Background: an optimization exercise with open tools, aiming at small area, a short achievable clock period and few clock cycles per item. Do not read the settings as production practice. The RTL was checked by simulation tests, not by an equivalence proof against the original design. Power figures rest on the tool's default switching activity, not on a simulated workload.

$ cat flow/run.sh
#!/bin/bash
# synth_recipe.tcl (not shown) runs the flow's synth.tcl, then flattens the netlist and writes it again
# the make line also repeats each setting of config.mk as NAME=value (left out here)
make -C /OpenROAD-flow-scripts/flow DESIGN_CONFIG=/design/flow/config.mk WORK_HOME=/design/flow/orfs CLKGATE_MAP_FILE= SYNTH_SCRIPT=/design/flow/synth_recipe.tcl finish
$ cat flow/config.mk
export PLATFORM = sky130hd
export DESIGN_NAME = dns_query_echo_answer_builder_unit
export DESIGN_NICKNAME = dns_query_echo_answer_builder_unit
export VERILOG_FILES = /design/flow/design.v
export SDC_FILE = /design/flow/constraint.sdc
export NUM_CORES = 4
export LEC_CHECK = 0
export ABC_CLOCK_PERIOD_IN_PS = 2000
export CAP_MARGIN = 20
export CORE_MARGIN = 2
export CORE_UTILIZATION = 40
export CTS_BUF_LIST = sky130_fd_sc_hd__clkbuf_4 sky130_fd_sc_hd__clkbuf_8
export SETUP_SLACK_MARGIN = 3.5
export SLEW_MARGIN = 20
$ cat flow/constraint.sdc
create_clock -name core_clock -period 6.0 [get_ports {clk}]
set_input_delay 1.2000 -clock core_clock [delete_from_list [all_inputs] [get_ports {clk}]]
set_output_delay 1.2000 -clock core_clock [all_outputs]
set_load 0.01 [all_outputs]
$ cat flow/design.v
package dnsqeab_pkg;
  localparam int MaxQueryBytes = 512;
  localparam int CountWidth    = $clog2(MaxQueryBytes + 1);
  localparam logic [15:0] QtypeA    = 16'h0001;
  localparam logic [15:0] QtypeAaaa = 16'h001C;
  localparam logic [15:0] ResetReplyFlags = 16'h8180;
  localparam logic [31:0] ResetAnswerTtl  = 32'd30;
  localparam logic CfgReplyFlags = 1'b0;
  localparam logic CfgAnswerTtl  = 1'b1;
  localparam logic [2:0] PhHeader  = 3'd0;
  localparam logic [2:0] PhLen     = 3'd1;
  localparam logic [2:0] PhBody    = 3'd2;
  localparam logic [2:0] PhTypeHi  = 3'd3;
  localparam logic [2:0] PhTypeLo  = 3'd4;
  localparam logic [2:0] PhClassHi = 3'd5;
  localparam logic [2:0] PhClassLo = 3'd6;
  localparam logic [2:0] PhDrop    = 3'd7;
  localparam logic [4:0] RecFirst   = 5'd4;
  localparam logic [4:0] RecDlenLo  = 5'd15;
  localparam logic [4:0] RecV4Addr  = 5'd28;
endpackage
module dns_query_echo_answer_builder_unit (
  input  logic        clk,
  input  logic        rst,
  input  logic        cfg_write,
  input  logic        cfg_index,
  input  logic [31:0] cfg_data,
  input  logic        in_valid,
  output logic        in_stall,
  input  logic [7:0]  query_byte,
  input  logic        query_last,
  input  logic        client_is_v6,
  input  logic [63:0] client_addr_hi,
  input  logic [63:0] client_addr_lo,
  output logic        out_valid,
  input  logic        out_stall,
  output logic [7:0]  reply_byte,
  output logic        reply_last,
  output logic        reply_error
);
  logic [15:0] reply_flags;
  logic [31:0] answer_ttl;
  always_ff @(posedge clk) begin
    if (rst) begin
      reply_flags <= dnsqeab_pkg::ResetReplyFlags;
      answer_ttl  <= dnsqeab_pkg::ResetAnswerTtl;
    end else if (cfg_write) begin
      if (cfg_index == dnsqeab_pkg::CfgReplyFlags) reply_flags <= cfg_data[15:0];
      else                            answer_ttl  <= cfg_data;
    end
  end
  logic [2:0]            phase;
  logic [dnsqeab_pkg::CountWidth-1:0] count;       
  logic [7:0]            label_pos;   
  logic                  skid_valid;
  logic                  accept;
  logic                  produce;
  logic                  err;
  logic                  has_rec;
  logic                  push;
  logic [7:0]            e_data;
  logic                  e_last;
  logic                  e_rec;
  logic [7:0]            hdr_const;
  logic                  hdr_over;
  assign in_stall = skid_valid;
  assign accept   = in_valid && !skid_valid;
  assign produce  = (phase != dnsqeab_pkg::PhDrop);
  assign push     = accept && produce;
  assign err      = count[dnsqeab_pkg::CountWidth-1] || (query_last && (phase != dnsqeab_pkg::PhClassLo));
  logic [7:0]   qtype_hi, qtype_lo, class_hi, class_lo;
  logic [63:0]  addr_hi, addr_lo;
  logic         cap_v6, cap_a, cap_aaaa;
  assign has_rec = !client_is_v6 || ({qtype_hi, qtype_lo} == dnsqeab_pkg::QtypeAaaa);
  assign hdr_over  = (phase == dnsqeab_pkg::PhHeader) && !count[3] && count[1];
  assign hdr_const = count[2] ? {7'd0, count[0]}
                              : (count[0] ? reply_flags[7:0] : reply_flags[15:8]);
  always_comb begin
    if (err)           e_data = 8'h00;
    else if (hdr_over) e_data = hdr_const;
    else               e_data = query_byte;
  end
  assign e_last = err || ((phase == dnsqeab_pkg::PhClassLo) && !has_rec);
  assign e_rec  = !err && (phase == dnsqeab_pkg::PhClassLo) && has_rec;
  always_ff @(posedge clk) begin
    if (phase == dnsqeab_pkg::PhTypeHi)  qtype_hi <= query_byte;
    if (phase == dnsqeab_pkg::PhTypeLo)  qtype_lo <= query_byte;
    if (phase == dnsqeab_pkg::PhClassHi) class_hi <= query_byte;
    if (phase == dnsqeab_pkg::PhClassLo) begin
      class_lo <= query_byte;
      addr_hi  <= client_addr_hi;
      addr_lo  <= client_addr_lo;
      cap_v6   <= client_is_v6;
      cap_a    <= !client_is_v6 && ({qtype_hi, qtype_lo} == dnsqeab_pkg::QtypeA);
      cap_aaaa <= ({qtype_hi, qtype_lo} == dnsqeab_pkg::QtypeAaaa);
    end
  end
  always_ff @(posedge clk) begin
    if (rst) begin
      phase <= dnsqeab_pkg::PhHeader;
      count <= '0;
    end else if (accept) begin
      if (query_last) begin
        phase <= dnsqeab_pkg::PhHeader;
        count <= '0;
      end else if (produce) begin
        count <= count + 1'b1;
        if (err) begin
          phase <= dnsqeab_pkg::PhDrop;
        end else begin
          case (phase)
            dnsqeab_pkg::PhHeader: if (count[3:0] == 4'd11) phase <= dnsqeab_pkg::PhLen;
            dnsqeab_pkg::PhLen:    phase <= (query_byte == 8'h00) ? dnsqeab_pkg::PhTypeHi : dnsqeab_pkg::PhBody;
            dnsqeab_pkg::PhBody:   if (label_pos == 8'd1) phase <= dnsqeab_pkg::PhLen;
            dnsqeab_pkg::PhTypeHi: phase <= dnsqeab_pkg::PhTypeLo;
            dnsqeab_pkg::PhTypeLo: phase <= dnsqeab_pkg::PhClassHi;
            dnsqeab_pkg::PhClassHi: phase <= dnsqeab_pkg::PhClassLo;
            default:  phase <= dnsqeab_pkg::PhDrop;
          endcase
        end
      end
    end
  end
  logic       rec_active;
  logic [7:0] skid_data;
  logic       skid_last, skid_err, skid_rec;
  logic       advance;
  logic       rec_start;
  logic [4:0] rec_pos;
  logic [7:0] rec_byte;
  logic       rec_end;
  logic [3:0] ai;
  logic [7:0] addr_byte;
  logic [127:0] addr_all;
  assign advance   = !out_valid || !out_stall;
  assign rec_pos   = label_pos[4:0];
  assign rec_start = advance && !rec_active && (skid_valid ? skid_rec : (push && e_rec));
  assign ai        = rec_pos[3:0];
  assign addr_all = {addr_hi, addr_lo};
  always_comb begin
    addr_byte = addr_all[8*(15 - ai) +: 8];
    if (!cap_v6 && ai < 4'd12) addr_byte = (ai >= 4'd10) ? 8'hFF : 8'h00;
  end
  always_comb begin
    if (rec_pos[4]) begin
      rec_byte = addr_byte;
    end else begin
      case (rec_pos[3:0])
        4'd4:    rec_byte = 8'hC0;
        4'd5:    rec_byte = 8'h0C;
        4'd6:    rec_byte = qtype_hi;
        4'd7:    rec_byte = qtype_lo;
        4'd8:    rec_byte = class_hi;
        4'd9:    rec_byte = class_lo;
        4'd10:   rec_byte = answer_ttl[31:24];
        4'd11:   rec_byte = answer_ttl[23:16];
        4'd12:   rec_byte = answer_ttl[15:8];
        4'd13:   rec_byte = answer_ttl[7:0];
        4'd15:   rec_byte = cap_a ? 8'h04 : (cap_aaaa ? 8'h10 : 8'h00);
        default: rec_byte = 8'h00;
      endcase
    end
  end
  assign rec_end = (rec_pos == 5'd31) || ((rec_pos == dnsqeab_pkg::RecDlenLo) && !cap_a && !cap_aaaa);
  always_ff @(posedge clk) begin
    if (rec_start) begin
      label_pos <= {3'd0, dnsqeab_pkg::RecFirst};
    end else if (advance && rec_active) begin
      label_pos <= {3'd0, ((rec_pos == dnsqeab_pkg::RecDlenLo) && cap_a) ? dnsqeab_pkg::RecV4Addr : rec_pos + 1'b1};
    end else if (accept && (phase == dnsqeab_pkg::PhLen)) begin
      label_pos <= query_byte;
    end else if (accept && (phase == dnsqeab_pkg::PhBody)) begin
      label_pos <= label_pos - 1'b1;
    end
  end
  always_ff @(posedge clk) begin
    if (!skid_valid) begin
      skid_data <= e_data;
      skid_last <= e_last;
      skid_err  <= err;
      skid_rec  <= e_rec;
    end
  end
  always_ff @(posedge clk) begin
    if (advance) begin
      if (rec_active) begin
        reply_byte  <= rec_byte;
        reply_last  <= rec_end;
        reply_error <= 1'b0;
      end else if (skid_valid) begin
        reply_byte  <= skid_data;
        reply_last  <= skid_last;
        reply_error <= skid_err;
      end else begin
        reply_byte  <= e_data;
        reply_last  <= e_last;
        reply_error <= err;
      end
    end
  end
  always_ff @(posedge clk) begin
    if (rst) begin
      out_valid  <= 1'b0;
      skid_valid <= 1'b0;
      rec_active <= 1'b0;
    end else begin
      if (!skid_valid) skid_valid <= push && (!advance || rec_active);
      else if (advance && !rec_active) skid_valid <= 1'b0;
      if (advance) begin
        out_valid <= rec_active || skid_valid || push;
        if (rec_start) rec_active <= 1'b1;
        else if (rec_active && rec_end) rec_active <= 1'b0;
      end
    end
  end
endmodule
==> results_dict.tcl, run 1 <==
set metrics [dict create \
    clk_latency_ns 0.57 \
    grt_pass1_vias 8041 \
    place.port_buffers 187 \
    final_common_cell "edfxtp_1" \
    finalClockSkew_ns 0.0403 \
    nets 1267 \
    p_seq_share_pct 41.6 \
    wl_met2_um 14500 \
    core_area_um2 26900 \
    syn_nets 1079 \
    worst_ep_required_time_ns 6.23 \
    power_switching_uw 1530 \
    synth_cell_type_count 73 \
    ys_seq_area_share_pct 62.8 \
    worst-path-buf-inv 1 \
    drt_iter0_markers 722 \
    slowest_stage "clkdlybuf4s50_1" \
    p_int_uw 3420 \
    worstHoldStart "reply_flags[14]$_SDFFE_PP0P_" \
    ir_drop_mv 0.164 \
    htree_levels 2 \
    ant_nets 0 \
    first_pass_iters 4 \
    synth-edff-count 174 \
    cp_cell_sequence "clkdlybuf4s50_1 -> o21ai_0 -> o31ai_4 -> a221oi_2 -> a31oi_1" \
    crit_start "query_byte[1]" \
    groute.usage.overall_pct 21.3 \
    critPathKind "in2reg" \
    dr_wl_met3_um 2360 \
    io_pins 188 \
    ys_async_sr_fraction_pct 0 \
    end_kind "register" \
    postSynthCellCount 896 \
    die_w_um 169 \
    initial_core_util_pct 40.7 \
    p_per_area_nw_per_um2 347 \
    sw_frac_of_total_pct 30.9 \
    path_clk_slew_ns 0.06 \
    synthFlopType "edfxtp_1" \
    grt_first_pass_wirelength_um 46600 \
    cp_max_fo 7 \
    ys_ff_latch 256 \
    hold_buffers 0 \
    p_leak_uw 0.00494 \
    cts.sinks 256 \
    fill_cells 2358 \
    tns_ns 0 \
    antenna_found_initial 2 \
    cts_tree "built" \
    drc 0 \
    syn_area_um2 10900 \
    setup_viol 0 \
    path_delay_family "compound AO/OA/AOI/OAI gates" \
    layout_common_cells "edfxtp_1 (174), clkdlybuf4s50_1 (173), nand2_1 (122)" \
    gp_congestion 0.872 \
    dp_hpwl_um 21200 \
    status "timing/DRC/antenna clean" \
    dp.cells 1368 \
    hold_viol 0 \
    clkPwrFrac_pct 31.9 \
    hp-class "reg2reg" \
    grt_overflow 0 \
    avgSynthCellArea_um2 12.2 \
    cp_data_arrival_time_ns 2.73 \
    rr_startpoint "label_pos[1]$_SDFFE_PP0P_" \
    timing.hold.ws_ns 0.457 \
    row_count 60 \
    grt_max_degree 77 \
    drive_gt1_share_pct 16.6 \
    max_stage_delay_ns 0.66 \
    grt_setup_unrepaired "no" \
    wl_per_cell_um 21.1 \
    layout_worst_path_cycle_share_pct 41.8 \
    max_freq_ghz 0.399 \
    worst_slew_pin_slew_ns 0.793 \
    die_y_um 169 \
    relSlewSlack_pct 46.7 \
    routed_via_density 5.52 \
    vias 8053 \
    max-cap-violations 0 \
    dr.max_layer_used "met5" \
    drv_slew 0 \
    syn_to_final_growth_pct 30.4 \
    drt-met1-wl_um 13100 \
    diodes 0 \
    cts_buffer_depth 3 \
    cts_made_buffers 43 \
    die_area_um2 28700 \
    combPwrFrac_pct 26.5 \
    totalWireLength_um 30800 \
    crit_path_start_kind "input port" \
    cts-root-buf "clkbuf_8" \
    stdcell_count 1459 \
    yosysWarnings 1 \
    period_minus_slack_ns 2.51 \
]
worst register-to-register path, stage by stage, from the launching register on:
cell	delay (ns)
dfxtp_4	0.58
buf_16	0.22
mux2_2	0.37
o22ai_1	0.17
nor3_1	0.12
o41ai_1	0.52
a31oi_1	0.14
through the flow:
stage / utilization (%) / area [µm²] / setup slack, ns / power (µW)
global route: 53.1 / 14300 / 3.49 / 5170
CTS: 52.3 / 14100 / 3.35 / 4930
finish: 53.1 / 14300 / 3.49 / 4960
global placement: 48.5 / 13000 / 2.73 / 3270
detailed placement: 48.5 / 13000 / 2.68 / 3270
floorplan: - / 11000 / 2.26 / 2850
power by group through the flow:
stage	clock network (µW)	registers, µW	logic, µW
finish	1580	2060	1310
CTS	1620	2060	1260
global route	1700	2070	1400
floorplan	0	2000	843
global placement	0	2150	1120
detailed placement	0	2150	1120
logic make-up (layout without fill, tap and decap cells):
group	count (synthesis)	count (layout)	synth area share (%)
simple gates	278	278	12.6
flops	256	256	62.8
compound gates	213	213	12.9
buf+inv	73	295	3.00
mux	60	60	7.22
xor+xnor	9	9	0.721
fa+ha+maj	7	7	0.801
sequential cells by signal (all words and copies together), names as in the netlist, 3 cells and up:
signal       cells
addr_hi         64
addr_lo         64
answer_ttl      32
reply_flags     16
count           10
class_hi         8
class_lo         8
label_pos        8
qtype_hi         8
qtype_lo         8
reply_byte       8
skid_data        8
phase            3
worst paths after layout:
path                                                endpoint  slack (ns)  cells after the start
worst max-delay path                 reply_byte[1]$_DFFE_PN_        3.49                      5
worst min-delay path            reply_flags[14]$_SDFFE_PP0P_        0.46                      2
worst max register to register       reply_byte[4]$_DFFE_PN_        3.57                      6
worst min register to register  reply_flags[14]$_SDFFE_PP0P_        0.46                      2
final cells by class:
type | count | area [µm²] | area share (%)
Multi-Input combinational cell | 567 | 3980 | 27.9
Tap cell | 341 | 427 | 2.99
Sequential cell | 256 | 6880 | 48.2
Inverter | 11 | 45.0 | 0.316
Timing Repair Buffer | 205 | 2060 | 14.4
Clock inverter | 17 | 120 | 0.842
Clock buffer | 62 | 759 | 5.32
cell usage after synthesis (10+ instances only):
| master | number | share of area (%) |
|---|---|---|
| nor2b_1 | 15 | 0.86 |
| inv_1 | 10 | 0.34 |
| mux2_2 | 21 | 2.2 |
| nand2b_1 | 12 | 0.69 |
| buf_2 | 12 | 0.55 |
| edfxtp_1 | 174 | 48 |
| clkbuf_1 | 38 | 1.3 |
| nor2_1 | 35 | 1.2 |
| nor3_1 | 15 | 0.69 |
| a21oi_1 | 64 | 2.9 |
| o21ai_0 | 36 | 1.6 |
| mux4_2 | 13 | 2.7 |
| a31oi_1 | 11 | 0.63 |
| dfxtp_1 | 82 | 15 |
| nand2_1 | 125 | 4.3 |
| o22ai_1 | 13 | 0.74 |
| mux2i_1 | 26 | 2.4 |
| nand3_1 | 18 | 0.82 |
per-layer routing:
metal	global-route usage, %	vias up
met5	0	-
met1	28.3	3883
met2	34.8	335
met3	5.08	59
li1	-	3772
met4	6.21	4
what timing repair did:
| action | in CTS | in global routing |
|---|---|---|
| pin swaps | 2 | 2 |
| endpoints found under the setup margin | 116 | 104 |
| gates resized for setup | 41 | 37 |
| setup buffers | 6 | 6 |
Testbench counts, summed over its fixed seeds: cycles 28,244, queries 512.
==> run 2, diff against run 1 <==
--- a/flow/config.mk
+++ b/flow/config.mk
@@ -6,5 +6,5 @@
 export NUM_CORES = 4
 export LEC_CHECK = 0
-export ABC_CLOCK_PERIOD_IN_PS = 2000
+export ABC_AREA = 1
 export CAP_MARGIN = 20
 export CORE_MARGIN = 2
==> run 2 against run 1 <==
Effect of this change: worst setup slack improved by 0.029 ns; via count increased by 19%; still clean; routed wire length increased by 7.4%; clock power about the same; core utilization decreased by 1.6 points; synthesized area increased by 6.5%; non-clock buffer count decreased by 9; synthesized cell count increased by 49%; cell count increased by 33%; total power increased by 3.0%; clock skew decreased by 0.025 ns; critical path type is now reg2out.
==> results_dict.tcl, run 2 <==
set metrics [dict create \
    gp_congestion 0.881 \
    avgSynthCellArea_um2 8.73 \
    drt_iter0_markers 871 \
    synth_top_cells_by_count "nand2_1 (373), nor2_1 (196), edfxtp_1 (174)" \
    ys_ff_latch 256 \
    biggestRegsByFlops "addr_hi (64), addr_lo (64), answer_ttl (32)" \
    initial_core_util_pct 40.6 \
    end_kind "output port" \
    finalClockSkew_ns 0.0154 \
    groute.usage.overall_pct 21.7 \
    synth_fa_ha_area_share_pct 0.752 \
    die_area_um2 30500 \
    io_pins 188 \
    slowest_stage "edfxtp_1" \
    synth_compound_area_share_pct 7.58 \
    postSynthCellCount 1334 \
    grt_max_degree 77 \
    diodes 0 \
    synth_xor_area_share_pct 0.301 \
    drive_gt1_share_pct 8.91 \
    crit_path_start_kind "register" \
    relSlewSlack_pct 41.8 \
    cts_made_buffers 46 \
    cts_tree "built" \
    final_common_cell "nand2_1" \
    core_area_um2 28700 \
    synthMuxAreaShare_pct 0 \
    row_count 62 \
    yosys-top-cells-area "edfxtp_1 (45%), dfxtp_1 (14%), nand2_1 (12%)" \
    max_freq_ghz 0.404 \
    period_minus_slack_ns 2.48 \
    vias 9592 \
    cts_buffer_depth 3 \
    synth-simple-area-share_pct 25.4 \
    grt_overflow 0 \
    worst_slew_pin_slew_ns 0.870 \
    yosys.area.top_type "edfxtp_1" \
    max_stage_delay_ns 0.42 \
    path_delay_family "flip-flops" \
    p_per_area_nw_per_um2 346 \
    cts.sinks 256 \
    wl_per_cell_um 17.0 \
    hold_viol 0 \
    p_leak_uw 0.00618 \
    synth_top_family_by_area "simple AND/OR/NAND/NOR gates" \
    drv_slew 0 \
    synthFlopType "edfxtp_1" \
    first_pass_iters 5 \
    ys_seq_area_share_pct 59.0 \
    drc 0 \
    hold_buffers 0 \
    worst_ep_required_time_ns 4.80 \
    ant_nets 0 \
    tns_ns 0 \
    die_w_um 175 \
    place.port_buffers 187 \
    cp_cell_sequence "dlygate4sd2_1" \
    status "timing/DRC/antenna clean" \
    grt_first_pass_wirelength_um 51500 \
    antenna_found_initial 0 \
    routed_via_density 4.93 \
    stdcell_count 1944 \
    synth_cell_type_count 45 \
    syn_nets 1517 \
    cts-root-buf "clkbuf_8" \
    ir_drop_mv 0.181 \
    layout_common_cells "nand2_1 (372), nor2_1 (191), clkdlybuf4s50_1 (175)" \
    nets 1708 \
    dp.cells 1859 \
    clk_latency_ns 0.55 \
    ys_async_sr_fraction_pct 0 \
    worst-path-buf-inv 1 \
    path_clk_slew_ns 0.06 \
    max-cap-violations 0 \
    layout_worst_path_cycle_share_pct 41.3 \
    grt_pass1_vias 9362 \
    yosysWarnings 1 \
    grt_setup_unrepaired "yes" \
    syn_to_final_growth_pct 26.8 \
    synth-edff-count 174 \
    cp_max_fo 1 \
    htree_levels 2 \
    synth_top_cell_area_share_pct 44.9 \
    critPathKind "reg2out" \
    cp_data_arrival_time_ns 1.28 \
    hp-class "reg2reg" \
    setup_viol 0 \
    dp_hpwl_um 23000 \
    die_y_um 175 \
    totalWireLength_um 33100 \
    syn_area_um2 11600 \
    synthMostInstantiatedCell "nand2_1" \
]
==> run 2: changes by cell type in the layout (fill, tap and decap cells not counted), sizes merged, moves of 21 or more <==
cell   delta
nor2    +167
mux2     -21
nand3    +78
nand2   +254
mux2i    -26
o21ai    +58
inv     +128
==> run 2: what timing repair did <==
item,4_1_cts,5_1_grt
setup endpoints to repair,106,75
gates resized for setup,29,17
buffers inserted,1,1
==> run 2: worst paths after layout <==
path | start | end | slack (ns) | cells past startpoint
max | reply_byte[6]$_DFFE_PN_ | reply_byte[6] | 3.52 | 1
max reg2reg | label_pos[0]$_SDFFE_PP0P_ | reply_byte[2]$_DFFE_PN_ | 3.66 | 10
min reg2reg | skid_data[2]$_DFF_P_ | skid_data[2]$_DFF_P_ | 0.45 | 2
min | skid_data[2]$_DFF_P_ | skid_data[2]$_DFF_P_ | 0.45 | 2
==> run 2: power breakdown <==
| group | switching, µW | internal [µW] | leakage (µW) |
|---|---|---|---|
| combinational | 967 | 489 | 0.00343 |
| clock | 707 | 872 | 0.000476 |
| sequential | 88.6 | 1980 | 0.00227 |
| total | 1760 | 3340 | 0.00618 |
==> run 2: cell families (layout without fill, tap and decap cells) <==
family	after synthesis	after routing
DFF	256	256
AOI/OAI and AO/OA	165	165
xor gates and xnor gates	4	4
buffers and inverters	192	418
adders and majority gates	7	7
and+or+nand+nor	710	710
==> run 2: final cells by class <==
type                            instances  area [µm²]
Clock buffer                           67         816
Clock inverter                         16        73.8
Fill cell                            2712       13900
Inverter                              139         542
Multi-Input combinational cell        886        4010
Sequential cell                       256        6880
Tap cell                              384         480
Timing Repair Buffer                  196        1960
==> run 2: per-stage QoR <==
| stage | util, % | setup WS, ns | hold WS, ns | instance area [µm²] | total power, µW |
|---|---|---|---|---|---|
| final | 51.4 | 3.52 | 0.453 | 14800 | 5110 |
| after global routing | 51.4 | 3.49 | 0.479 | 14800 | 5420 |
| after CTS | 51.2 | 3.34 | 0.456 | 14700 | 5130 |
| after detailed placement | 48.0 | 2.72 | 0.439 | 13800 | 3550 |
| after global placement | 48.0 | 2.76 | 0.436 | 13800 | 3540 |
| after floorplan | - | 2.85 | 0.423 | 11700 | 3070 |
==> run 2: worst reg2reg max path: cells and delay by family, from the launching register on <==
kind	cells	cell delay, ns
fa+ha+maj	1	0.49
buf+inv	2	0.49
flops	1	0.40
compound gates	2	0.29
simple gates	5	0.52
==> run 2: per-layer routing <==
metal  part of all wire (%)  track usage, %
met3                    6.8            3.76
met5                      0               0
met4                    2.7            6.67
met1                     45            30.0
met2                     46            34.9
==> run 3, diff against run 2 <==
--- a/flow/config.mk
+++ b/flow/config.mk
@@ -6,9 +6,6 @@
 export NUM_CORES = 4
 export LEC_CHECK = 0
-export ABC_AREA = 1
 export CAP_MARGIN = 20
 export CORE_MARGIN = 2
 export CORE_UTILIZATION = 40
-export CTS_BUF_LIST = sky130_fd_sc_hd__clkbuf_4 sky130_fd_sc_hd__clkbuf_8
-export SETUP_SLACK_MARGIN = 3.5
 export SLEW_MARGIN = 20
==> run 3 against run 2 <==
Effect of this change: cell area is 5.3% lower; combinational power decreased by 18%; worst hold slack got worse by 0.0055 ns; via count shrank 18%; count of clock-buffer cells in the layout fell by 23; still clean.
==> results_dict.tcl, run 3 <==
set metrics [dict create \
    status "timing/DRC/antenna clean" \
    final_common_cell "clkdlybuf4s50_1" \
    layout_worst_path_cycle_share_pct 56.2 \
    grt_first_pass_wirelength_um 44400 \
    cp_data_arrival_time_ns 3.76 \
    ant_nets 0 \
    core_area_um2 26900 \
    hold_buffers 0 \
    synthMuxAreaShare_pct 7.22 \
    routed_via_density 5.49 \
    synth_top_cell_area_share_pct 47.8 \
    grt_util_met2_pct 32.2 \
    worst-path-buf-inv 1 \
    yosys.area.top_type "edfxtp_1" \
    diodes 0 \
    critPathKind "reg2reg" \
    nets 1244 \
    avgSynthCellArea_um2 12.2 \
    synth_top_cells_by_count "edfxtp_1 (174), nand2_1 (125), dfxtp_1 (82)" \
    synth_xor_area_share_pct 0.720 \
    tns_ns 0 \
    yosysWarnings 1 \
    grtUsageMet3_pct 3.61 \
    relSlewSlack_pct 34.8 \
    timing.hold.ws_ns 0.448 \
    synth-simple-area-share_pct 12.6 \
    row_count 60 \
    place_area_um2 13000 \
    use_met1_pct 28.9 \
    hold_depth 1 \
    ys_ff_latch 256 \
    setup_viol 0 \
    cp_common_cell "o21ai_0" \
    path_clk_slew_ns 0.06 \
    cts.repair.resized 0 \
    wl_per_cell_um 21.0 \
    grt_pass1_vias 7641 \
    crit_start "label_pos[1]$_SDFFE_PP0P_" \
    ys_seq_area_share_pct 62.8 \
    die_y_um 169 \
    drive_gt1_share_pct 9.51 \
    end_kind "register" \
    worst_ep_required_time_ns 6.39 \
    max_stage_delay_ns 0.83 \
    ir_drop_mv 0.179 \
    worst_slew_pin_slew_ns 0.978 \
    groute.usage.overall_pct 20.2 \
    drc 0 \
    ys_async_sr_fraction_pct 0 \
    ff2ff_path_depth 7 \
    max-cap-violations 0 \
    layout_common_cells "clkdlybuf4s50_1 (186), edfxtp_1 (174), nand2_1 (125)" \
    syn_nets 1079 \
    dp_hpwl_um 20900 \
    cts.sinks 256 \
    grt_setup_unrepaired "no" \
    postSynthCellCount 896 \
    grt_max_degree 89 \
    p_leak_uw 0.00477 \
    drv_slew 0 \
    synth_fa_ha_area_share_pct 0.801 \
    final_area_um2 14000 \
    cts_tree "built" \
    die_w_um 169 \
    syn_to_final_growth_pct 27.9 \
    drt_iter0_markers 655 \
    gp_congestion 0.863 \
    hp-class "reg2reg" \
    regToRegEndpoint "reply_byte[6]$_DFFE_PN_" \
    grt_overflow 0 \
    synth_top_family_by_area "compound AO/OA/AOI/OAI gates" \
    io_pins 188 \
    cts_made_buffers 28 \
    fill_cells 2331 \
    cp_max_fo 40 \
    antenna_found_initial 0 \
    cts-root-buf "clkbuf_16" \
    p_per_area_nw_per_um2 356 \
    synth-edff-count 174 \
    synth_compound_area_share_pct 12.9 \
    max_freq_ghz 0.296 \
    die_area_um2 28700 \
    crit_path_start_kind "register" \
    cp_cell_sequence "buf_4 -> ha_1 -> nor2b_1 -> o21ai_0 -> a311oi_1 -> o21ai_0 -> a31oi_1" \
    biggestRegsByFlops "addr_hi (64), addr_lo (64), answer_ttl (32)" \
    busiest_layer "met2" \
    period_minus_slack_ns 3.37 \
    vias 7819 \
    clk_latency_ns 0.54 \
    totalWireLength_um 29800 \
    cts_buffer_depth 3 \
    synth_cell_type_count 73 \
    r2r_slack_ns 2.63 \
    first_pass_iters 5 \
    initial_core_util_pct 40.7 \
    yosys-top-cells-area "edfxtp_1 (48%), dfxtp_1 (15%), nand2_1 (4.3%)" \
    htree_levels 1 \
    rr_startpoint "label_pos[1]$_SDFFE_PP0P_" \
    synthMostInstantiatedCell "edfxtp_1" \
    slowest_stage "a311oi_1" \
    syn_area_um2 10900 \
    postCtsSetupRepairBufs 0 \
    place.port_buffers 187 \
    worstHoldStart "skid_err$_DFF_P_" \
    path_delay_family "compound AO/OA/AOI/OAI gates" \
    finalClockSkew_ns 0.0154 \
    hold_viol 0 \
    hold_end "skid_err$_DFF_P_" \
    synthFlopType "edfxtp_1" \
]
==> run 3: cell count changes in the layout (fill, tap and decap cells not counted), sizes merged, moves of 23 or more <==
cell	previous run	this run
nand2	379	125
mux2i	0	26
clkbuf	67	44
inv	138	10
o21ai	95	37
nand3	96	18
nor2	202	35
==> run 3: cell type report <==
cell class | count | area [µm²] | share of cell area (%)
multi-input cells | 567 | 3760 | 26.9
repair buffers | 197 | 1970 | 14.1
clock buffers | 44 | 832 | 5.95
well taps | 341 | 427 | 3.05
clock inverters | 8 | 91.3 | 0.653
flip-flops and latches | 256 | 6870 | 49.1
inverters | 11 | 41.3 | 0.295
==> run 3: per-layer routing <==
metal / part of all wire, % / wire length (µm)
met1: 45 / 13300
met2: 47 / 14000
met3: 6.8 / 2040
met4: 1.7 / 505
met5: 0 / 0
==> run 3: worst max-delay path by stage <==
stage,end,slack (ns),cells past startpoint
2_1_floorplan,reply_error$_SDFFCE_PP0N_,0.31,6
3_3_place_gp,reply_byte[6]$_DFFE_PN_,2.74,7
3_5_place_dp,reply_byte[4]$_DFFE_PN_,2.69,7
4_1_cts,reply_byte[4]$_DFFE_PN_,2.65,7
5_1_grt,reply_byte[2]$_DFFE_PN_,2.33,7
6_report,reply_byte[6]$_DFFE_PN_,2.63,7
==> run 3: where the power goes <==
part           internal, µW  leakage (µW)  switching [µW]
logic                   540       0.00206             662
clock network          1030      0.000451             682
registers              1940       0.00226             122
total                  3510       0.00477            1470
==> run 3: metrics by stage <==
| step | worst slack [ns] | total power (µW) | utilization, % | std cells |
|---|---|---|---|---|
| 6_report | 2.63 | 4980 | 52.0 | 1424 |
| 5_1_grt | 2.33 | 5180 | 52.0 | 1424 |
| 4_1_cts | 2.65 | 5000 | 51.9 | 1422 |
| 3_5_place_dp | 2.69 | 3290 | 48.4 | 1370 |
| 3_3_place_gp | 2.74 | 3280 | 48.4 | 1370 |
| 2_1_floorplan | 0.313 | 2850 | - | 896 |
==> run 3: cell families after synthesis <==
group / count (synthesis)
adder cells (fa/ha/maj): 7
AND/OR/NAND/NOR: 278
buffers and inverters: 73
multiplexers: 60
XOR/XNOR: 9
AO/OA/AOI/OAI: 213
flip-flops: 256
==> run 4, diff against run 3 <==
==> flow/flow/run.sh (new file) <==
#!/bin/bash
# Standard ORFS layout, with plain buffers (instead of the tool's default
# delay-cell pick) on the input and output ports.
set -euo pipefail
export BUFFER_PORTS_ARGS="-buffer_cell sky130_fd_sc_hd__buf_1"
bash standard.sh finish > flow_standard.log 2>&1
==> flow/standard.sh (new file) <==
#!/bin/bash
# synth_recipe.tcl (not shown) runs the flow's synth.tcl, then flattens the netlist and writes it again
# the make line also repeats each setting of config.mk as NAME=value (left out here)
make -C /OpenROAD-flow-scripts/flow DESIGN_CONFIG=/design/flow/config.mk WORK_HOME=/design/flow/orfs CLKGATE_MAP_FILE= SYNTH_SCRIPT=/design/flow/synth_recipe.tcl "${@:-finish}"
--- a/flow/config.mk
+++ b/flow/config.mk
@@ -8,4 +8,5 @@
 export CAP_MARGIN = 20
 export CORE_MARGIN = 2
-export CORE_UTILIZATION = 40
+export CORE_UTILIZATION = 60
+export SETUP_SLACK_MARGIN = 3.7
 export SLEW_MARGIN = 20
removed: flow/run.sh
==> run 4 against run 3 <==
Effect of this change: still clean; clock power is essentially flat; sequential power decreased by 2%; die area is 33% lower; synthesized area unchanged.
==> results_dict.tcl, run 4 <==
set metrics [dict create \
    max_freq_ghz 0.419 \
    path_delay_family "flip-flops" \
    die_w_um 139 \
    grt_overflow 0 \
    max_stage_delay_ns 0.47 \
    combPwrFrac_pct 27.7 \
    setup_viol 0 \
    core_area_um2 17900 \
    ff2ff_path_depth 7 \
    p_leak_uw 0.00452 \
    timing.hold.ws_ns 0.456 \
    seq_area_um2 6890 \
    finalClockSkew_ns 0.0150 \
    io_pins 188 \
    relSlewSlack_pct 42.7 \
    path_clk_slew_ns 0.07 \
    max-cap-violations 0 \
    p_per_area_nw_per_um2 394 \
    die_y_um 139 \
    ir_drop_mv 0.320 \
    r2r_slack_ns 3.64 \
    vias 8047 \
    row_count 49 \
    grt_pass1_vias 7683 \
    antenna_found_initial 0 \
    initial_core_util_pct 61.1 \
    crit_path_start_kind "register" \
    cts_buffer_depth 3 \
    cts.sinks 256 \
    syn_nets 1079 \
    wl_per_cell_um 21.0 \
    cts-root-buf "clkbuf_16" \
    routed_via_density 6.03 \
    grt_first_pass_wirelength_um 41800 \
    cp_data_arrival_time_ns 1.19 \
    hold_viol 0 \
    rr_startpoint "label_pos[0]$_SDFFE_PP0P_" \
    status "timing/DRC/antenna clean" \
    cp_max_fo 1 \
    drive_gt1_share_pct 16.5 \
    ys_seq_area_share_pct 62.8 \
    worst-path-buf-inv 1 \
    fin_total_pwr_uw 5210 \
    groute.usage.overall_pct 27.7 \
    clk_latency_ns 0.55 \
    grt_max_degree 114 \
    final_common_cell "buf_1" \
    synthFlopType "edfxtp_1" \
    layout_worst_path_cycle_share_pct 39.8 \
    die_area_um2 19300 \
    fill_cells 1293 \
    ys_async_sr_fraction_pct 0 \
    synth_top_cell_area_share_pct 47.8 \
    gp_congestion 0.931 \
    regToRegEndpoint "label_pos[3]$_SDFFE_PP0P_" \
    layout_common_cells "buf_1 (178), edfxtp_1 (174), nand2_1 (123)" \
    ant_nets 0 \
    ys_ff_latch 256 \
    diodes 0 \
    period_minus_slack_ns 2.39 \
    clkPwrFrac_pct 33.5 \
    totalWireLength_um 28000 \
    cts_made_buffers 26 \
    synthMostInstantiatedCell "edfxtp_1" \
    avgSynthCellArea_um2 12.2 \
    worst_ep_required_time_ns 4.80 \
    p_seq_share_pct 38.8 \
    first_pass_iters 7 \
    end_kind "output port" \
    syn_to_final_growth_pct 20.9 \
    cts_tree "built" \
    htree_levels 1 \
    drc 0 \
    multiInputGateArea_um2 4000 \
    grt_setup_unrepaired "yes" \
    syn_area_um2 10900 \
    sw_frac_of_total_pct 29.8 \
    drv_slew 0 \
    slowest_stage "edfxtp_1" \
    synth-edff-count 174 \
    worstSetupPathDepth 1 \
    critPathKind "reg2out" \
    crit_start "reply_byte[5]$_DFFE_PN_" \
    yosysWarnings 1 \
    synth_top_cells_by_count "edfxtp_1 (174), nand2_1 (125), dfxtp_1 (82)" \
    worst_slew_pin_slew_ns 0.857 \
    nets 1268 \
    tns_ns 0 \
    postSynthCellCount 896 \
    p_int_uw 3660 \
    power_switching_uw 1550 \
    yosys-top-cells-area "edfxtp_1 (48%), dfxtp_1 (15%), nand2_1 (4.3%)" \
    worstSetupEndpoint "reply_byte[5]" \
    dp_hpwl_um 18300 \
    place.port_buffers 187 \
    drt_iter0_markers 720 \
    cp_cell_sequence "clkbuf_2" \
    hp-class "reg2reg" \
    synth_cell_type_count 73 \
    yosys.area.top_type "edfxtp_1" \
    hold_buffers 0 \
    biggestRegsByFlops "addr_hi (64), addr_lo (64), answer_ttl (32)" \
]
run 4: cell types whose count changed in the layout (fill, tap and decap cells not counted), sizes merged, moves of 2 or more:
cell and delta:
clkdlybuf4s50 -186, clkbuf -7, clkinv +9, buf +200
bufinv +4, inv -2
run 4: layer usage:
layer  track usage [%]  routed length [µm]  vias up
met5                 0                   0        -
met4              11.6                1370        0
met3              5.32                2170       96
met2              44.3               12900      412
met1              37.7               11600     3766
li1                  -                   -     3773
run 4: worst min-delay path by stage:
stage,cells after the start,slack [ns],end,startpoint
floorplan,1,0.42,skid_err$_DFF_P_,skid_err$_DFF_P_
global placement,2,0.44,reply_flags[0]$_SDFFE_PP0P_,reply_flags[0]$_SDFFE_PP0P_
detailed placement,1,0.45,skid_err$_DFF_P_,skid_err$_DFF_P_
CTS,2,0.46,answer_ttl[5]$_SDFFE_PP0P_,answer_ttl[5]$_SDFFE_PP0P_
global route,2,0.47,reply_flags[1]$_SDFFE_PP0P_,reply_flags[1]$_SDFFE_PP0P_
finish,2,0.46,reply_flags[0]$_SDFFE_PP0P_,reply_flags[0]$_SDFFE_PP0P_
run 4: worst register-to-register path: stages (launching register included):
cell,delay [ns]
dfxtp_4,0.37
buf_12,0.15
ha_1,0.33
and3_1,0.26
a31oi_1,0.52
a41oi_1,0.23
a31oi_1,0.28
nor3_1,0.10
run 4: per-stage QoR:
step           worst slack (ns)  instance area (µm²)  cells  util (%)
3_5_place_dp               2.98                11800   1257      65.7
6_report                   3.61                13200   1334      73.9
5_1_grt                    3.57                13200   1334      73.9
4_1_cts                    3.61                12900   1314      72.3
3_3_place_gp               3.03                11800   1257      65.7
2_1_floorplan              2.26                11000    896         -
run 4: layout make-up:
cell class / instances / area share (%)
clock buffer: 28 / 4.98
clock inverter: 20 / 2.09
inverter: 11 / 0.379
multi-input combinational: 569 / 30.2
sequential: 256 / 52.1
tap: 229 / 2.17
timing repair buffer: 221 / 8.06
run 4: kinds of logic (layout without fill, tap and decap cells):
group | after synthesis | after routing | synth area share, %
and+or+nand+nor | 278 | 279 | 12.6
DFF | 256 | 256 | 62.8
AOI/OAI and AO/OA | 213 | 214 | 12.9
buffers and inverters | 73 | 280 | 3.00
muxes | 60 | 60 | 7.22
xor gates and xnor gates | 9 | 9 | 0.721
adders and majority gates | 7 | 7 | 0.801
run 4: repair_timing:
item	CTS	global route
setup endpoints to repair	148	23
buffers inserted	6	19
pin swaps	4	7
gates resized for setup	41	28
cloned	3	1
run 4: power groups by stage:
stage | registers [µW] | clock network, µW | logic, µW
floorplan | 2000 | 0 | 845
CTS | 2010 | 1760 | 1250
global placement | 2040 | 0 | 1120
global route | 2030 | 1830 | 1530
finish | 2020 | 1740 | 1450
detailed placement | 2040 | 0 | 1120
==> run 5, diff against run 4 <==
--- a/flow/config.mk
+++ b/flow/config.mk
@@ -9,4 +9,7 @@
 export CORE_MARGIN = 2
 export CORE_UTILIZATION = 60
+export CTS_BUF_LIST = sky130_fd_sc_hd__clkbuf_8 sky130_fd_sc_hd__clkbuf_16
+export CTS_CLUSTER_DIAMETER = 50
+export CTS_CLUSTER_SIZE = 20
 export SETUP_SLACK_MARGIN = 3.7
 export SLEW_MARGIN = 20
==> run 5 against run 4 <==
Effect of this change: register-to-register slack gained 0.07 ns; global-route usage barely moved; still clean; critical path depth unchanged; via count unchanged; synthesized area stayed put; cell count up 0.22%; total power fell by 0.90%; flip-flop and latch count unchanged; largest power group unchanged; count of clock-buffer cells in the layout shrank 1; non-clock buffer count increased by 1; largest cell class unchanged; die area unchanged; cell area barely moved.
==> results_dict.tcl, run 5 <==
set metrics [dict create \
    status "timing/DRC/antenna clean" \
    crit_path_start_kind "register" \
    finalClockSkew_ns 0.0124 \
    diodes 0 \
    synth_top_cell_area_share_pct 47.8 \
    final_area_um2 13200 \
    gp_congestion 0.931 \
    avgSynthCellArea_um2 12.2 \
    layout_worst_path_cycle_share_pct 39.3 \
    vias 8047 \
    critPathKind "reg2out" \
    hold_depth 2 \
    initial_core_util_pct 61.1 \
    ys_ff_latch 256 \
    syn_to_final_growth_pct 20.9 \
    synth_compound_area_share_pct 12.9 \
    ir_drop_mv 0.327 \
    ys_async_sr_fraction_pct 0 \
    yosysWarnings 1 \
    ff2ff_path_depth 5 \
    worst_slew_pin_slew_ns 0.849 \
    routed_via_density 6.02 \
    ant_nets 0 \
    htree_levels 1 \
    grt_max_degree 114 \
    cp_data_arrival_time_ns 1.16 \
    max-cap-violations 0 \
    slowest_stage "edfxtp_1" \
    rr_startpoint "qtype_lo[6]$_DFFE_PP_" \
    p_per_area_nw_per_um2 390 \
    worstHoldStart "reply_flags[0]$_SDFFE_PP0P_" \
    totalWireLength_um 27900 \
    max_freq_ghz 0.424 \
    cts_buffer_depth 3 \
    busiest_layer "met2" \
    use_met1_pct 37.8 \
    drt_iter0_markers 811 \
    grtUsageMet3_pct 4.90 \
    period_minus_slack_ns 2.36 \
    wl_per_cell_um 20.9 \
    row_count 49 \
    cts_tree "built" \
    syn_nets 1079 \
    die_y_um 139 \
    p_leak_uw 0.00454 \
    drv_slew 0 \
    synthFlopType "edfxtp_1" \
    grt_first_pass_wirelength_um 41800 \
    worst_ep_required_time_ns 4.80 \
    synth_fa_ha_area_share_pct 0.801 \
    hp-class "reg2reg" \
    place.port_buffers 187 \
    die_w_um 139 \
    antenna_found_initial 0 \
    cts.sinks 256 \
    place_area_um2 11800 \
    synthMuxAreaShare_pct 7.22 \
    r2r_slack_ns 3.71 \
    fin_total_pwr_uw 5160 \
    regToRegEndpoint "label_pos[7]$_SDFFE_PP0P_" \
    yosys.area.top_type "edfxtp_1" \
    synth_xor_area_share_pct 0.720 \
    layout_common_cells "buf_1 (178), edfxtp_1 (174), nand2_1 (123)" \
    grt_pass1_vias 7624 \
    core_area_um2 17900 \
    yosys-top-cells-area "edfxtp_1 (48%), dfxtp_1 (15%), nand2_1 (4.3%)" \
    path_delay_family "flip-flops" \
    synth_cell_type_count 73 \
    hold_end "reply_flags[0]$_SDFFE_PP0P_" \
    grt_overflow 0 \
    timing.hold.ws_ns 0.456 \
    syn_area_um2 10900 \
    tns_ns 0 \
    cts_made_buffers 27 \
    synth_top_cells_by_count "edfxtp_1 (174), nand2_1 (125), dfxtp_1 (82)" \
    clk_latency_ns 0.54 \
    drive_gt1_share_pct 17.1 \
    synth_top_family_by_area "compound AO/OA/AOI/OAI gates" \
    biggestRegsByFlops "addr_hi (64), addr_lo (64), answer_ttl (32)" \
    setup_viol 0 \
    max_stage_delay_ns 0.46 \
    worst-path-buf-inv 1 \
    path_clk_slew_ns 0.07 \
    groute.usage.overall_pct 27.7 \
    worstSetupPathDepth 1 \
    end_kind "output port" \
    ys_seq_area_share_pct 62.8 \
    grt_setup_unrepaired "yes" \
    io_pins 188 \
    grt_util_met2_pct 44.9 \
    fill_cells 1292 \
    synthMostInstantiatedCell "edfxtp_1" \
    nets 1270 \
    first_pass_iters 5 \
    cp_max_fo 1 \
    postSynthCellCount 896 \
    relSlewSlack_pct 43.3 \
    final_common_cell "buf_1" \
    cts-root-buf "clkbuf_16" \
    synth-edff-count 174 \
    fin_util_pct 73.9 \
    cp_cell_sequence "clkbuf_2" \
    drc 0 \
    synth-simple-area-share_pct 12.6 \
    hold_viol 0 \
    dp_hpwl_um 18300 \
    die_area_um2 19300 \
]
run 5: changes by cell type in the layout (fill, tap and decap cells not counted), moves of 3 or more:
cell	change
bufinv_16	-6
clkinv_1	-4
clkinv_2	-5
clkinv_8	+4
inv_12	+3
inv_6	+7
inv_8	+4
run 5: area by class of cell:
type	instances	area [µm²]	share of cell area, %
clock buffer	27	676	5.11
multi-input combinational	569	3980	30.1
timing repair buffer	222	1090	8.25
sequential	256	6890	52.1
tap	229	287	2.17
inverter	11	46.3	0.350
clock inverter	23	265	2.00
run 5: worst max path at each step:
| stage | from | to |
|---|---|---|
| 5_1_grt | reply_byte[5]$_DFFE_PN_ | reply_byte[5] |
| 6_report | reply_byte[5]$_DFFE_PN_ | reply_byte[5] |
| 3_3_place_gp | label_pos[0]$_SDFFE_PP0P_ | reply_byte[5]$_DFFE_PN_ |
| 2_1_floorplan | phase[1]$_SDFFE_PP0P_ | reply_byte[0]$_DFFE_PN_ |
| 3_5_place_dp | label_pos[0]$_SDFFE_PP0P_ | reply_byte[5]$_DFFE_PN_ |
| 4_1_cts | reply_byte[5]$_DFFE_PN_ | reply_byte[5] |
run 5: layer usage:
layer  vias to the layer above  share of wire (%)  wire (µm)
li1                       3780                  -          -
met1                      3780                 41      11400
met2                       417                 47      13100
met3                        70                8.1       2260
met4                         0                3.9       1100
met5                         -                  0          0
run 5: repair_timing:
item                                    in CTS  in global routing
hold buffers                                 0                  0
pin swaps                                    3                  5
gates resized for setup                     40                 27
endpoints found under the setup margin     149                 26
gates cloned                                 3                  2
buffers inserted                             6                 19
run 5: kinds of logic (layout without fill, tap and decap cells):
kind of cell / Yosys count / count (layout)
and+or+nand+nor: 278 / 279
AOI/OAI and AO/OA: 213 / 214
buffers and inverters: 73 / 283
DFF: 256 / 256
muxes: 60 / 60
xor gates and xnor gates: 9 / 9
adders and majority gates: 7 / 7
run 5: report_power, final:
part	leakage (µW)	internal [µW]	switching [µW]	total, µW
combinational	0.00182	655	774	1430
clock	0.000458	898	814	1710
sequential	0.00226	1940	84.1	2020
run 5: per-stage QoR:
| stage | std cells | setup WS, ns |
|---|---|---|
| 6_report | 1337 | 3.64 |
| 4_1_cts | 1316 | 3.63 |
| 3_3_place_gp | 1257 | 3.03 |
| 3_5_place_dp | 1257 | 2.98 |
| 2_1_floorplan | 896 | 2.26 |
| 5_1_grt | 1337 | 3.62 |

[port drivers added, routing unchanged]
Ports are ideal in the flow. The routed layouts listed here were re-timed in OpenROAD.
Step 1 sets driving cells, clkbuf_16 on the clock port and buf_2 on the other inputs (assumed; they add their load-dependent delay and slew).
Step 2 times the ports against the registers' clock, not the clock port: input delays grow and output delays shrink by t, the midpoint of the rising clock arrivals with the driver on.
Slacks: ideal / step 1 / step 2; pairs: ideal / step 1.
| run | t, ns | setup slack, ns | hold slack, ns | worst slew at a driven data input, ns | pins driven straight from the clock port |
|---|---|---|---|---|---|
| run 1 | 0.591 | 3.493 / 3.493 / 2.925 | 0.457 / 0.457 / 0.457 | 0.08 | 1 |
| run 2 | 0.583 | 3.522 / 3.479 / 3.055 | 0.453 / 0.453 / 0.453 | 0.07 | 1 |
| run 3 | 0.577 | 2.626 / 2.626 / 2.626 | 0.448 / 0.448 / 0.448 | 0.07 | 1 |
| run 4 | 0.589 | 3.613 / 3.566 / 3.150 | 0.456 / 0.456 / 0.456 | 0.05 | 1 |
| run 5 | 0.583 | 3.640 / 3.592 / 3.247 | 0.456 / 0.456 / 0.456 | 0.05 | 1 |
After both steps every run listed still meets setup and hold. The setup slack of run 1, which loses most, moves by 0.000 ns with the drivers and by -0.568 ns with both steps.
